Source: an optimization exercise on an open RTL-to-GDS flow (aim: small area). Production flows keep margins and buffers that such runs may drop. RTL that was checked went through simulation tests only; none was proved equivalent to the original. Power and IR drop assume default switching activity.

==> module rf_enc, before the edit <==
module rf_enc (
  input  logic d,
  input  logic p,
  output logic y
);
  assign y = d ^ p;
endmodule
==> module register_file, before the edit <==
module register_file #(
  parameter int DATA_WIDTH = 32,
  parameter int ADDR_WIDTH = 5
) (
  input  logic                  clk,
  input  logic                  rst,
  input  logic                  reg_write,
  input  logic [ADDR_WIDTH-1:0] rs1,
  input  logic [ADDR_WIDTH-1:0] rs2,
  input  logic [ADDR_WIDTH-1:0] rd,
  input  logic [DATA_WIDTH-1:0] write_data,
  output logic [DATA_WIDTH-1:0] read_data1,
  output logic [DATA_WIDTH-1:0] read_data2
);
  localparam int DEPTH = 2 ** ADDR_WIDTH;
  localparam int NGRP  = (DEPTH - 1) / 3;    
  logic [DEPTH-1:1]      valid;
  logic                  phase;
  logic [DATA_WIDTH-1:0] regs [DEPTH-1:1];    
  logic [DATA_WIDTH-1:0] nxt  [DEPTH-1:1];
  logic [DEPTH-1:1]      we, we_n;
  logic [DATA_WIDTH-1:0] wd_enc [2];
  always_comb begin
    for (int i = 1; i < DEPTH; i++) begin
      we[i]   = reg_write && (rd == ADDR_WIDTH'(i));
      we_n[i] = ~we[i];
    end
  end
  always_ff @(posedge clk or posedge rst) begin
    if (rst) begin
      valid <= '0;
      phase <= 1'b0;
    end else begin
      valid <= valid | we;
      phase <= ~phase;
    end
  end
  for (genvar h = 0; h < 2; h++) begin : g_enc
    for (genvar b = 0; b < DATA_WIDTH; b++) begin : g_bit
      rf_enc u_enc (.d(write_data[b]), .p(phase), .y(wd_enc[h][b]));
    end
  end
  for (genvar i = 1; i < DEPTH; i++) begin : g_row
    for (genvar b = 0; b < DATA_WIDTH; b++) begin : g_bit
      rf_hold u_hold (
        .q(regs[i][b]), .wr(we[i]), .wr_n(we_n[i]), .d(wd_enc[i / 16][b]), .y(nxt[i][b])
      );
    end
  end
  always_ff @(posedge clk) begin
    for (int i = 1; i < DEPTH; i++) regs[i] <= nxt[i];
  end
  logic [DEPTH-1:1] sel1, sel2;
  logic             hit1, hit2;
  always_comb begin
    for (int i = 1; i < DEPTH; i++) begin
      sel1[i] = valid[i] && (rs1 == ADDR_WIDTH'(i));
      sel2[i] = valid[i] && (rs2 == ADDR_WIDTH'(i));
    end
    hit1 = |sel1;
    hit2 = |sel2;
  end
  logic [NGRP-1:0] g1 [DATA_WIDTH];
  logic [NGRP-1:0] g2 [DATA_WIDTH];
  for (genvar b = 0; b < DATA_WIDTH; b++) begin : g_rd
    for (genvar k = 0; k < NGRP; k++) begin : g_grp
      rf_aoi3 u_p1 (
        .a0(sel1[3*k+1]), .b0(regs[3*k+1][b]),
        .a1(sel1[3*k+2]), .b1(regs[3*k+2][b]),
        .a2(sel1[3*k+3]), .b2(regs[3*k+3][b]),
        .y(g1[b][k])
      );
      rf_aoi3 u_p2 (
        .a0(sel2[3*k+1]), .b0(regs[3*k+1][b]),
        .a1(sel2[3*k+2]), .b1(regs[3*k+2][b]),
        .a2(sel2[3*k+3]), .b2(regs[3*k+3][b]),
        .y(g2[b][k])
      );
    end
    assign read_data1[b] = (~(&g1[b]) | (sel1[DEPTH-1] & regs[DEPTH-1][b])) ^ (hit1 & phase);
    assign read_data2[b] = (~(&g2[b]) | (sel2[DEPTH-1] & regs[DEPTH-1][b])) ^ (hit2 & phase);
  end
endmodule
Settings: LEC_CHECK=0, CAP_MARGIN=20, CORE_MARGIN=2, CORE_UTILIZATION=60, SLEW_MARGIN=20, SYNTH_HIERARCHICAL=1; clock period 7.0 ns.
standard.sh (not shown) runs the stock make flow with config.mk's settings and CLKGATE_MAP_FILE= SYNTH_SCRIPT=/design/flow/synth_recipe.tcl, a recipe that flattens the netlist after the stock synthesis.
==> flow/flow/run.sh <==
#!/bin/bash
# Standard ORFS layout (the standard.sh), with two changes:
#  - I/O port buffers use buf_1 instead of the default pick (a delay buffer);
#  - CTS uses clkbuf_8 with sink clusters of up to 16 flops within 50 um,
#    and inserts no dummy loads.
set -euo pipefail
export BUFFER_PORTS_ARGS="-buffer_cell sky130_fd_sc_hd__buf_1"
export CTS_ARGS="-sink_clustering_enable -repair_clock_nets -dont_use_dummy_load -buf_list {sky130_fd_sc_hd__clkbuf_8} -sink_clustering_size 16 -sink_clustering_max_diameter 50"
bash standard.sh > standard.log 2>&1
Next try:
--- a/flow/design.v
+++ b/flow/design.v
@@ -15,11 +15,4 @@
 );
   assign y = ~((a0 & b0) | (a1 & b1) | (a2 & b2));
-endmodule
-module rf_enc (
-  input  logic d,
-  input  logic p,
-  output logic y
-);
-  assign y = d ^ p;
 endmodule
 module register_file #(
@@ -44,5 +37,5 @@
   logic [DATA_WIDTH-1:0] nxt  [DEPTH-1:1];
   logic [DEPTH-1:1]      we, we_n;
-  logic [DATA_WIDTH-1:0] wd_enc [2];
+  logic [DATA_WIDTH-1:0] wd_enc;
   always_comb begin
     for (int i = 1; i < DEPTH; i++) begin
@@ -60,13 +53,9 @@
     end
   end
-  for (genvar h = 0; h < 2; h++) begin : g_enc
-    for (genvar b = 0; b < DATA_WIDTH; b++) begin : g_bit
-      rf_enc u_enc (.d(write_data[b]), .p(phase), .y(wd_enc[h][b]));
-    end
-  end
+  assign wd_enc = write_data ^ {DATA_WIDTH{phase}};
   for (genvar i = 1; i < DEPTH; i++) begin : g_row
     for (genvar b = 0; b < DATA_WIDTH; b++) begin : g_bit
       rf_hold u_hold (
-        .q(regs[i][b]), .wr(we[i]), .wr_n(we_n[i]), .d(wd_enc[i / 16][b]), .y(nxt[i][b])
+        .q(regs[i][b]), .wr(we[i]), .wr_n(we_n[i]), .d(wd_enc[b]), .y(nxt[i][b])
       );
     end
What happened: Power is about the same; setup slack gets worse by 0.055 ns; die area goes down by about 0.65%; cell area goes down by 0.35%; combinational power is about the same; cell count goes down by 0.44%; wire length goes down by 5.7%; flip-flop and latch count stays the same; non-clock buffer count goes up by 14; global-route usage goes down by 2.7 points.
For the first run of this note, only the layout was checked, not whether the RTL still works.

-- port drivers added, routing unchanged --
How much do the figures lean on ideal ports? The routed layouts below were timed once more, with nothing changed but the port constraints. Step 1 (the two cells are an assumption about what drives the block):
set clk [get_ports {clk}]
set_driving_cell -lib_cell sky130_fd_sc_hd__clkbuf_16 $clk
set_driving_cell -lib_cell sky130_fd_sc_hd__buf_2 [delete_from_list [all_inputs] $clk]
Step 2 times the ports against the registers' clock, not the clock port: input delays grow and output delays shrink by t, the midpoint of the rising clock arrivals with the driver on. a / b / c = ideal ports / drivers / drivers and shift; a / b = the first two.
run	shift t [ns]	slack for setup (ns)	clock arrival spread, ns	worst register clock-pin slew, ns	cell pins on the clock port's net
the first run	0.794	0.328 / 0.299 / 0.299	0.097 / 0.097	0.10 / 0.10	1
the second run	0.794	0.273 / 0.246 / 0.246	0.103 / 0.102	0.10 / 0.10	1
After both steps every run listed still meets setup and hold. The setup slack of the first run, which loses most, moves by -0.029 ns with the drivers and by -0.029 ns with both steps.
